Source: an optimization exercise on an open RTL-to-GDS flow (aim: small area). Production flows keep margins and buffers that such runs may drop.
Function was checked by simulation only, so behaviour that the tests miss may differ from the original.
No driver is modelled on the clock port, so clocking that relies on it looks cheaper here than on a real chip.

==> violet: inputs <==
// twiddle_mul_stage4
module twiddle_mul_stage4 (
    input  logic               clk,
    input  logic               rst,
    input  logic               in_valid,
    input  logic               in_start,
    input  logic signed [15:0] in_r,
    input  logic signed [15:0] in_i,
    output logic [1:0]         rom_4_counter,
    input  logic signed [8:0]  w_r,
    input  logic signed [8:0]  w_i,
    output logic               out_valid,
    output logic               out_last,
    output logic signed [15:0] out_r,
    output logic signed [15:0] out_i
);
clock: 7.0 ns
lec_check: 0
cap_margin: 0
core_margin: 2
core_utilization: 40
cts_buf_list: sky130_fd_sc_hd__clkbuf_4
slew_margin: 0
synth_hierarchical: 1
standard.sh (not shown) runs the stock make flow with config.mk's settings and CLKGATE_MAP_FILE= SYNTH_SCRIPT=/design/flow/synth_recipe.tcl, a recipe that flattens the netlist after the stock synthesis.
==> flow/flow/run.sh <==
#!/bin/bash
# Standard synthesis, then every cell swapped to the smallest drive strength
# of its family (flow/downsize.tcl), then the standard layout steps, whose
# timing repair sizes cells back up where the clock period needs it. After
# CTS, flow/post_cts.tcl shrinks cells that have slack to spare.
set -euo pipefail
R=orfs/results/$FLOW_PLATFORM/twiddle_mul_stage4/base
export FLOW_FLOW_DIR=$PWD/flow
bash standard.sh synth > synth.log 2>&1
cp $R/1_synth.odb 1_synth_standard.odb
LIB=$(ls $FLOW_HOME/platforms/$FLOW_PLATFORM/lib/sky130_fd_sc_hd__tt_025C_1v80.lib) \
PLATFORM_DIR=$FLOW_HOME/platforms/$FLOW_PLATFORM \
IN_ODB=1_synth_standard.odb IN_SDC=$R/1_synth.sdc OUT_ODB=$R/1_synth.odb REMOVE_BUFS=1 \
  openroad -exit -no_init flow/downsize.tcl > downsize.log 2>&1
touch $R/1_synth.sdc
rm -f 1_synth_standard.odb
bash standard.sh POST_CTS_TCL=$PWD/flow/post_cts.tcl "BUFFER_PORTS_ARGS=-buffer_cell sky130_fd_sc_hd__buf_1" "CTS_ARGS=-sink_clustering_enable -repair_clock_nets -dont_use_dummy_load -sink_clustering_size 30 -sink_clustering_max_diameter 200 -buf_list sky130_fd_sc_hd__clkbuf_4" finish > layout.log 2>&1
==> flow/flow/post_cts.tcl <==
# Hooked in after CTS (POST_CTS_TCL). The tree is built from clkbuf_4;
# buffers whose flip-flops see too slow a clock edge are sized up, then
# cells with slack to spare are sized down, and placement is legalised.
source $::env(FLOW_FLOW_DIR)/clkfix.tcl
source $::env(FLOW_FLOW_DIR)/shrink.tcl
set_propagated_clock [all_clocks]
estimate_parasitics -placement
fix_clock_slew 0.115
shrink_cells 0.05
detailed_placement
estimate_parasitics -placement
report_worst_slack -max
==> flow/flow/shrink.tcl <==
# Greedy area recovery: try each cell at the smallest drive strength of its
# family that keeps setup slack >= margin and adds no slew/cap violation.
proc shrink_cells {margin} {
  set db [ord::get_db]
  set block [ord::get_db_block]
  array set fam {}
  foreach lib [$db getLibs] {
    foreach m [$lib getMasters] {
      set n [$m getName]
      if {![regexp {^(sky130_fd_sc_hd__[a-z0-9]+)_([0-9]+)$} $n -> base sz]} continue
      if {[string match *lpflow* $n] || [string match *probe* $n]} continue
      if {[get_lib_cells -quiet */$n] eq ""} continue
      lappend fam($base) [list [expr {double([$m getWidth]) * [$m getHeight]}] $n]
    }
  }
  foreach b [array names fam] { set fam($b) [lsort -real -index 0 $fam($b)] }
  set cands {}
  foreach inst [$block getInsts] {
    set n [[$inst getMaster] getName]
    if {![regexp {^(sky130_fd_sc_hd__[a-z0-9]+)_([0-9]+)$} $n -> base sz]} continue
    if {[string match *clkbuf* $n] || [string match *clkinv* $n] || [string match *dlygate* $n] || [string match *clkdlybuf* $n]} continue
    if {![info exists fam($base)]} continue
    set m [$inst getMaster]
    set a [expr {double([$m getWidth]) * [$m getHeight]}]
    if {$a <= [lindex $fam($base) 0 0]} continue
    lappend cands [list $a [$inst getName] $base $n]
  }
  set cands [lsort -real -decreasing -index 0 $cands]
  set ws0 [sta::worst_slack_cmd max]
  set thr [expr {min($ws0, $margin * 1e-9)}]
  set vs0 [sta::max_slew_violation_count]
  set vc0 [sta::max_capacitance_violation_count]
  set saved 0.0
  set nsw 0
  foreach c $cands {
    lassign $c a iname base orig
    set inst [get_cells $iname]
    foreach alt $fam($base) {
      lassign $alt aa an
      if {$aa >= $a} break
      replace_cell $inst [get_lib_cells */$an]
      estimate_parasitics -placement
      if {[sta::worst_slack_cmd max] >= $thr && [sta::max_slew_violation_count] <= $vs0 && [sta::max_capacitance_violation_count] <= $vc0} {
        set saved [expr {$saved + $a - $aa}]
        incr nsw
        break
      }
      replace_cell $inst [get_lib_cells */$orig]
      estimate_parasitics -placement
    }
  }
  puts "shrink: resized $nsw cells, saved [format %.1f [expr {$saved / 1e6}]] um2"
}
Other scripts of this flow, unchanged in this note and not shown: flow/flow/clkfix.tcl, flow/flow/downsize.tcl
==> quartz: changes against violet <==
--- a/flow/design.v
+++ b/flow/design.v
@@ -1115,33 +1115,75 @@
     wire isq896;
     tw_xnor u_isq896 (.a(f782), .b(isx878), .y(isq896));
     wire isq897;
     tw_xor u_isq897 (.a(isg823), .b(isx866), .y(isq897));
     wire isq898;
     tw_xnor u_isq898 (.a(h784), .b(isx879), .y(isq898));
     wire [25:0] im_sum = {isq898, isq897, isq896, isq895, isq894, isq893, isq892, isq891, isq890, isq889, isq888, isq887, isq886, isq885, isq884, isq883, isq882, isq881, isq880, 1'b0, 1'b0, 1'b0, 1'b0, 1'b0, 1'b0, 1'b0};
     wire re_sat_ovf = ~(&re_sum[25:22] | ~|re_sum[25:22]);
-    wire [15:0] re_sat = re_sat_ovf ? {re_sum[25], {15{~re_sum[25]}}} : re_sum[22:7];
+    wire re_sat_ka = ~re_sat_ovf;
+    wire re_sat_kb = re_sat_ovf & ~re_sum[25];
+    wire re_sat_kc = re_sat_ovf & re_sum[25];
+    wire [15:0] re_sat;
+    tw_ao u_re_sat0 (.a(re_sum[7]), .b(re_sat_ka), .c(re_sat_kb), .y(re_sat[0]));
+    tw_ao u_re_sat1 (.a(re_sum[8]), .b(re_sat_ka), .c(re_sat_kb), .y(re_sat[1]));
+    tw_ao u_re_sat2 (.a(re_sum[9]), .b(re_sat_ka), .c(re_sat_kb), .y(re_sat[2]));
+    tw_ao u_re_sat3 (.a(re_sum[10]), .b(re_sat_ka), .c(re_sat_kb), .y(re_sat[3]));
+    tw_ao u_re_sat4 (.a(re_sum[11]), .b(re_sat_ka), .c(re_sat_kb), .y(re_sat[4]));
+    tw_ao u_re_sat5 (.a(re_sum[12]), .b(re_sat_ka), .c(re_sat_kb), .y(re_sat[5]));
+    tw_ao u_re_sat6 (.a(re_sum[13]), .b(re_sat_ka), .c(re_sat_kb), .y(re_sat[6]));
+    tw_ao u_re_sat7 (.a(re_sum[14]), .b(re_sat_ka), .c(re_sat_kb), .y(re_sat[7]));
+    tw_ao u_re_sat8 (.a(re_sum[15]), .b(re_sat_ka), .c(re_sat_kb), .y(re_sat[8]));
+    tw_ao u_re_sat9 (.a(re_sum[16]), .b(re_sat_ka), .c(re_sat_kb), .y(re_sat[9]));
+    tw_ao u_re_sat10 (.a(re_sum[17]), .b(re_sat_ka), .c(re_sat_kb), .y(re_sat[10]));
+    tw_ao u_re_sat11 (.a(re_sum[18]), .b(re_sat_ka), .c(re_sat_kb), .y(re_sat[11]));
+    tw_ao u_re_sat12 (.a(re_sum[19]), .b(re_sat_ka), .c(re_sat_kb), .y(re_sat[12]));
+    tw_ao u_re_sat13 (.a(re_sum[20]), .b(re_sat_ka), .c(re_sat_kb), .y(re_sat[13]));
+    tw_ao u_re_sat14 (.a(re_sum[21]), .b(re_sat_ka), .c(re_sat_kb), .y(re_sat[14]));
+    tw_ao u_re_sat15 (.a(re_sum[22]), .b(re_sat_ka), .c(re_sat_kc), .y(re_sat[15]));
     wire im_sat_ovf = ~(&im_sum[25:22] | ~|im_sum[25:22]);
-    wire [15:0] im_sat = im_sat_ovf ? {im_sum[25], {15{~im_sum[25]}}} : im_sum[22:7];
+    wire im_sat_ka = ~im_sat_ovf;
+    wire im_sat_kb = im_sat_ovf & ~im_sum[25];
+    wire im_sat_kc = im_sat_ovf & im_sum[25];
+    wire [15:0] im_sat;
+    tw_ao u_im_sat0 (.a(im_sum[7]), .b(im_sat_ka), .c(im_sat_kb), .y(im_sat[0]));
+    tw_ao u_im_sat1 (.a(im_sum[8]), .b(im_sat_ka), .c(im_sat_kb), .y(im_sat[1]));
+    tw_ao u_im_sat2 (.a(im_sum[9]), .b(im_sat_ka), .c(im_sat_kb), .y(im_sat[2]));
+    tw_ao u_im_sat3 (.a(im_sum[10]), .b(im_sat_ka), .c(im_sat_kb), .y(im_sat[3]));
+    tw_ao u_im_sat4 (.a(im_sum[11]), .b(im_sat_ka), .c(im_sat_kb), .y(im_sat[4]));
+    tw_ao u_im_sat5 (.a(im_sum[12]), .b(im_sat_ka), .c(im_sat_kb), .y(im_sat[5]));
+    tw_ao u_im_sat6 (.a(im_sum[13]), .b(im_sat_ka), .c(im_sat_kb), .y(im_sat[6]));
+    tw_ao u_im_sat7 (.a(im_sum[14]), .b(im_sat_ka), .c(im_sat_kb), .y(im_sat[7]));
+    tw_ao u_im_sat8 (.a(im_sum[15]), .b(im_sat_ka), .c(im_sat_kb), .y(im_sat[8]));
+    tw_ao u_im_sat9 (.a(im_sum[16]), .b(im_sat_ka), .c(im_sat_kb), .y(im_sat[9]));
+    tw_ao u_im_sat10 (.a(im_sum[17]), .b(im_sat_ka), .c(im_sat_kb), .y(im_sat[10]));
+    tw_ao u_im_sat11 (.a(im_sum[18]), .b(im_sat_ka), .c(im_sat_kb), .y(im_sat[11]));
+    tw_ao u_im_sat12 (.a(im_sum[19]), .b(im_sat_ka), .c(im_sat_kb), .y(im_sat[12]));
+    tw_ao u_im_sat13 (.a(im_sum[20]), .b(im_sat_ka), .c(im_sat_kb), .y(im_sat[13]));
+    tw_ao u_im_sat14 (.a(im_sum[21]), .b(im_sat_ka), .c(im_sat_kb), .y(im_sat[14]));
+    tw_ao u_im_sat15 (.a(im_sum[22]), .b(im_sat_ka), .c(im_sat_kc), .y(im_sat[15]));
     logic [15:0] r2_q, i2_q;
     always_ff @(posedge clk) begin
         r2_q <= re_sat;
         i2_q <= im_sat;
     end
     logic [15:0] out_r_q, out_i_q;
+    wire        v2n = ~v2_q;
+    wire [15:0] or_t, oi_t, or_d, oi_d;
+    genvar gj;
+    for (gj = 0; gj < 16; gj++) begin : g_out
+        tw_aoi22 u_rt (.a(v2_q), .b(r2_q[gj]), .c(v2n), .d(out_r_q[gj]), .y(or_t[gj]));
+        tw_aoi22 u_it (.a(v2_q), .b(i2_q[gj]), .c(v2n), .d(out_i_q[gj]), .y(oi_t[gj]));
+        tw_nor   u_rd (.a(rst), .b(or_t[gj]), .y(or_d[gj]));
+        tw_nor   u_id (.a(rst), .b(oi_t[gj]), .y(oi_d[gj]));
+    end
     always_ff @(posedge clk) begin
-        if (rst) begin
-            out_r_q <= 16'd0;
-            out_i_q <= 16'd0;
-        end else if (v2_q) begin
-            out_r_q <= r2_q;
-            out_i_q <= i2_q;
-        end
+        out_r_q <= or_d;
+        out_i_q <= oi_d;
     end
     assign out_valid = out_valid_q;
     assign out_last  = out_last_q;
     assign out_r     = out_r_q;
     assign out_i     = out_i_q;
 endmodule
 module tw_row2 (input logic [15:0] x, input logic s1, s2, n, output logic [16:0] p);
     wire [16:0] t = (({x[15], x} & {17{s1}}) | ({x, 1'b0} & {17{s2}})) ^ {17{n}};
@@ -1184,8 +1226,11 @@
     assign y = ~(a | b);
 endmodule
 module tw_inv (input logic a, output logic y);
     assign y = ~a;
 endmodule
 module tw_xnor (input logic a, b, output logic y);
     assign y = ~(a ^ b);
 endmodule
+module tw_aoi22 (input logic a, b, c, d, output logic y);
+    assign y = ~((a & b) | (c & d));
+endmodule
--- a/flow/flow/run.sh
+++ b/flow/flow/run.sh
@@ -9,9 +9,9 @@
 bash standard.sh synth > synth.log 2>&1
 cp $R/1_synth.odb 1_synth_standard.odb
 LIB=$(ls $FLOW_HOME/platforms/$FLOW_PLATFORM/lib/sky130_fd_sc_hd__tt_025C_1v80.lib) \
 PLATFORM_DIR=$FLOW_HOME/platforms/$FLOW_PLATFORM \
 IN_ODB=1_synth_standard.odb IN_SDC=$R/1_synth.sdc OUT_ODB=$R/1_synth.odb REMOVE_BUFS=1 \
   openroad -exit -no_init flow/downsize.tcl > downsize.log 2>&1
 touch $R/1_synth.sdc
 rm -f 1_synth_standard.odb
-bash standard.sh POST_CTS_TCL=$PWD/flow/post_cts.tcl "BUFFER_PORTS_ARGS=-buffer_cell sky130_fd_sc_hd__buf_1" "CTS_ARGS=-sink_clustering_enable -repair_clock_nets -dont_use_dummy_load -sink_clustering_size 30 -sink_clustering_max_diameter 200 -buf_list sky130_fd_sc_hd__clkbuf_4" finish > layout.log 2>&1
+bash standard.sh POST_CTS_TCL=$PWD/flow/post_cts.tcl POST_GLOBAL_ROUTE_TCL=$PWD/flow/post_grt.tcl "BUFFER_PORTS_ARGS=-buffer_cell sky130_fd_sc_hd__buf_1" "CTS_ARGS=-sink_clustering_enable -repair_clock_nets -dont_use_dummy_load -sink_clustering_size 30 -sink_clustering_max_diameter 200 -buf_list sky130_fd_sc_hd__clkbuf_4" finish > layout.log 2>&1
==> flow/flow/post_cts.tcl (replaced) <==
# Hooked in after CTS (POST_CTS_TCL). The tree is built from clkbuf_4;
# buffers whose flip-flops see too slow a clock edge are sized up, then
# cells with slack to spare are sized down, and placement is legalised.
source $::env(FLOW_FLOW_DIR)/clkfix.tcl
source $::env(FLOW_FLOW_DIR)/shrink.tcl
set_propagated_clock [all_clocks]
estimate_parasitics -placement
fix_clock_slew 0.115
shrink_cells 0.0
detailed_placement
estimate_parasitics -placement
report_worst_slack -max
==> flow/flow/post_grt.tcl (new file) <==
# Hooked in after global routing and its timing repair (POST_GLOBAL_ROUTE_TCL):
# size down the cells that still have slack to spare with global-route
# parasitics, legalise, reroute the touched nets and rewrite the guides.
source $::env(FLOW_FLOW_DIR)/shrink.tcl
global_route -start_incremental
estimate_parasitics -global_routing
shrink_cells -0.3 -global_routing
detailed_placement
global_route -end_incremental
estimate_parasitics -global_routing
report_worst_slack -max
write_guides $::env(RESULTS_DIR)/route.guide
--- a/flow/flow/shrink.tcl
+++ b/flow/flow/shrink.tcl
@@ -1,11 +1,11 @@
 # Greedy area recovery: try each cell at the smallest drive strength of its
 # family that keeps setup slack >= margin and adds no slew/cap violation.
-proc shrink_cells {margin} {
+proc shrink_cells {margin {para -placement}} {
   set db [ord::get_db]
   set block [ord::get_db_block]
   array set fam {}
   foreach lib [$db getLibs] {
     foreach m [$lib getMasters] {
       set n [$m getName]
       if {![regexp {^(sky130_fd_sc_hd__[a-z0-9]+)_([0-9]+)$} $n -> base sz]} continue
       if {[string match *lpflow* $n] || [string match *probe* $n]} continue
@@ -34,20 +34,20 @@
   set nsw 0
   foreach c $cands {
     lassign $c a iname base orig
     set inst [get_cells $iname]
     foreach alt $fam($base) {
       lassign $alt aa an
       if {$aa >= $a} break
       replace_cell $inst [get_lib_cells */$an]
-      estimate_parasitics -placement
+      estimate_parasitics $para
       if {[sta::worst_slack_cmd max] >= $thr && [sta::max_slew_violation_count] <= $vs0 && [sta::max_capacitance_violation_count] <= $vc0} {
         set saved [expr {$saved + $a - $aa}]
         incr nsw
         break
       }
       replace_cell $inst [get_lib_cells */$orig]
-      estimate_parasitics -placement
+      estimate_parasitics $para
     }
   }
   puts "shrink: resized $nsw cells, saved [format %.1f [expr {$saved / 1e6}]] um2"
 }
SETUP_SLACK_MARGIN = -0.2   (was default)
==> nickel: changes against violet <==
--- a/flow/flow/run.sh
+++ b/flow/flow/run.sh
@@ -9,9 +9,9 @@
 bash standard.sh synth > synth.log 2>&1
 cp $R/1_synth.odb 1_synth_standard.odb
 LIB=$(ls $FLOW_HOME/platforms/$FLOW_PLATFORM/lib/sky130_fd_sc_hd__tt_025C_1v80.lib) \
 PLATFORM_DIR=$FLOW_HOME/platforms/$FLOW_PLATFORM \
 IN_ODB=1_synth_standard.odb IN_SDC=$R/1_synth.sdc OUT_ODB=$R/1_synth.odb REMOVE_BUFS=1 \
   openroad -exit -no_init flow/downsize.tcl > downsize.log 2>&1
 touch $R/1_synth.sdc
 rm -f 1_synth_standard.odb
-bash standard.sh POST_CTS_TCL=$PWD/flow/post_cts.tcl "BUFFER_PORTS_ARGS=-buffer_cell sky130_fd_sc_hd__buf_1" "CTS_ARGS=-sink_clustering_enable -repair_clock_nets -dont_use_dummy_load -sink_clustering_size 30 -sink_clustering_max_diameter 200 -buf_list sky130_fd_sc_hd__clkbuf_4" finish > layout.log 2>&1
+bash standard.sh POST_CTS_TCL=$PWD/flow/post_cts.tcl POST_GLOBAL_ROUTE_TCL=$PWD/flow/post_grt.tcl "BUFFER_PORTS_ARGS=-buffer_cell sky130_fd_sc_hd__buf_1" "CTS_ARGS=-sink_clustering_enable -repair_clock_nets -dont_use_dummy_load -sink_clustering_size 30 -sink_clustering_max_diameter 200 -buf_list sky130_fd_sc_hd__clkbuf_4" finish > layout.log 2>&1
==> flow/flow/post_cts.tcl (replaced) <==
# Hooked in after CTS (POST_CTS_TCL). The tree is built from clkbuf_4;
# buffers whose flip-flops see too slow a clock edge are sized up, then
# cells with slack to spare are sized down, and placement is legalised.
source $::env(FLOW_FLOW_DIR)/clkfix.tcl
source $::env(FLOW_FLOW_DIR)/shrink.tcl
source $::env(FLOW_FLOW_DIR)/unbuffer.tcl
set_propagated_clock [all_clocks]
estimate_parasitics -placement
fix_clock_slew 0.115
unbuffer_signals
estimate_parasitics -placement
shrink_cells 0.0
detailed_placement
estimate_parasitics -placement
report_worst_slack -max
==> flow/flow/post_grt.tcl (new file) <==
# Hooked in after global routing and its timing repair (POST_GLOBAL_ROUTE_TCL):
# size down the cells that still have slack to spare with global-route
# parasitics, legalise, reroute the touched nets and rewrite the guides.
source $::env(FLOW_FLOW_DIR)/shrink.tcl
global_route -start_incremental
estimate_parasitics -global_routing
shrink_cells -0.3 -global_routing
detailed_placement
global_route -end_incremental
estimate_parasitics -global_routing
report_worst_slack -max
write_guides $::env(RESULTS_DIR)/route.guide
--- a/flow/flow/shrink.tcl
+++ b/flow/flow/shrink.tcl
@@ -1,11 +1,11 @@
 # Greedy area recovery: try each cell at the smallest drive strength of its
 # family that keeps setup slack >= margin and adds no slew/cap violation.
-proc shrink_cells {margin} {
+proc shrink_cells {margin {para -placement}} {
   set db [ord::get_db]
   set block [ord::get_db_block]
   array set fam {}
   foreach lib [$db getLibs] {
     foreach m [$lib getMasters] {
       set n [$m getName]
       if {![regexp {^(sky130_fd_sc_hd__[a-z0-9]+)_([0-9]+)$} $n -> base sz]} continue
       if {[string match *lpflow* $n] || [string match *probe* $n]} continue
@@ -34,20 +34,20 @@
   set nsw 0
   foreach c $cands {
     lassign $c a iname base orig
     set inst [get_cells $iname]
     foreach alt $fam($base) {
       lassign $alt aa an
       if {$aa >= $a} break
       replace_cell $inst [get_lib_cells */$an]
-      estimate_parasitics -placement
+      estimate_parasitics $para
       if {[sta::worst_slack_cmd max] >= $thr && [sta::max_slew_violation_count] <= $vs0 && [sta::max_capacitance_violation_count] <= $vc0} {
         set saved [expr {$saved + $a - $aa}]
         incr nsw
         break
       }
       replace_cell $inst [get_lib_cells */$orig]
-      estimate_parasitics -placement
+      estimate_parasitics $para
     }
   }
   puts "shrink: resized $nsw cells, saved [format %.1f [expr {$saved / 1e6}]] um2"
 }
==> flow/flow/unbuffer.tcl (new file) <==
# Remove the signal buffers that placement-time repair inserted (not the
# port buffers and not the clock tree); the repair after global routing puts
# back the ones slew, capacitance or timing still need.
proc unbuffer_signals {} {
  set list {}
  foreach inst [get_cells *] {
    set m [get_property $inst ref_name]
    if {![regexp {__(buf|clkbuf)_[0-9]+$} $m]} continue
    set name [get_full_name $inst]
    if {[string match input* $name] || [string match output* $name]} continue
    set out [get_pins -of_objects $inst -filter "direction==output"]
    set in [get_pins -of_objects $inst -filter "direction==input"]
    set onet [get_nets -of_objects $out]
    set inet [get_nets -of_objects $in]
    if {[get_ports -quiet [get_full_name $onet]] ne "" || [get_ports -quiet [get_full_name $inet]] ne ""} continue
    set clk 0
    foreach p [get_pins -of_objects $onet -filter "direction==input"] {
      set c [get_cells -of_objects $p]
      set r [get_property $c ref_name]
      if {[string match *clkbuf* $r] || [string match *dfxtp* $r] && [get_property $p name] eq "CLK"} { set clk 1 }
    }
    if {[sta::is_clock_src $inet] || $clk} continue
    lappend list $inst
  }
  puts "unbuffer_signals: removing [llength $list] buffers"
  if {[llength $list]} { remove_buffers $list }
}
SETUP_SLACK_MARGIN = -0.2   (was default)
==> notes <==
nickel stopped in clock tree synthesis. quartz finished clean. violet went through all stages and came out clean. Global-route usage is about the same in violet and quartz. In synthesized area, violet and nickel do not differ. Against quartz, the worst hold slack of violet is lower by 0.031 ns. Of quartz and violet, violet has the higher first-iteration DRC count (gap about 20%, measured against violet). Via count: violet is larger than quartz (about 0.8%).
==> figures <==
metric                                                                 nickel                   violet                   quartz
Run status                                                     did not finish  complete, no violations  complete, no violations
Stage where the flow stopped                             clock tree synthesis                        -                        -
Endpoint of the most critical register-to-register path                     -         r2_q[14]$_DFF_P_          i2_q[4]$_DFF_P_
Data arrival time of the worst path                                         -                  7.11 ns                  7.38 ns
Worst hold-check slack                                                      -                 0.333 ns                 0.364 ns
Global-route wire length before repair                                      -                  73.4 mm                  73.4 mm
TritonCTS clock tree                                                        -                    built                    built
GR Util met1                                                                -                    0.312                    0.307
GR Util met2                                                                -                    0.378                    0.372
Clock-cell share                                                            -                  0.00862                  0.00902
Crit-path max cell delay                                                    -                  0.55 ns                  0.55 ns
Combined area of the multi-input logic cells                                -                13500 um2                13300 um2

==> re-timing with driven ports <==
The results above use ideal ports. As a check the final layouts listed here were re-extracted and re-timed, cells and wires unchanged.
Step 1 assumes that a clkbuf_16 drives the clock port and a buf_2 every other input.
Step 2 times the ports against the registers' clock, not the clock port: input delays grow and output delays shrink by t, the midpoint of the rising clock arrivals with the driver on.
Three values: ideal ports, drivers, drivers and shift; two values: the first two.
run	t (ns)	slack for setup (ns)	worst setup path at the end	slew at the worst register clock pin (ns)	worst slew at a driven data input, ns
violet	0.690	0.467 / 0.467 / 0.467	register to register	0.10 / 0.10	0.05
quartz	0.691	0.199 / 0.199 / 0.199	register to register	0.11 / 0.11	0.05
After both steps setup and hold are still met in every run listed.
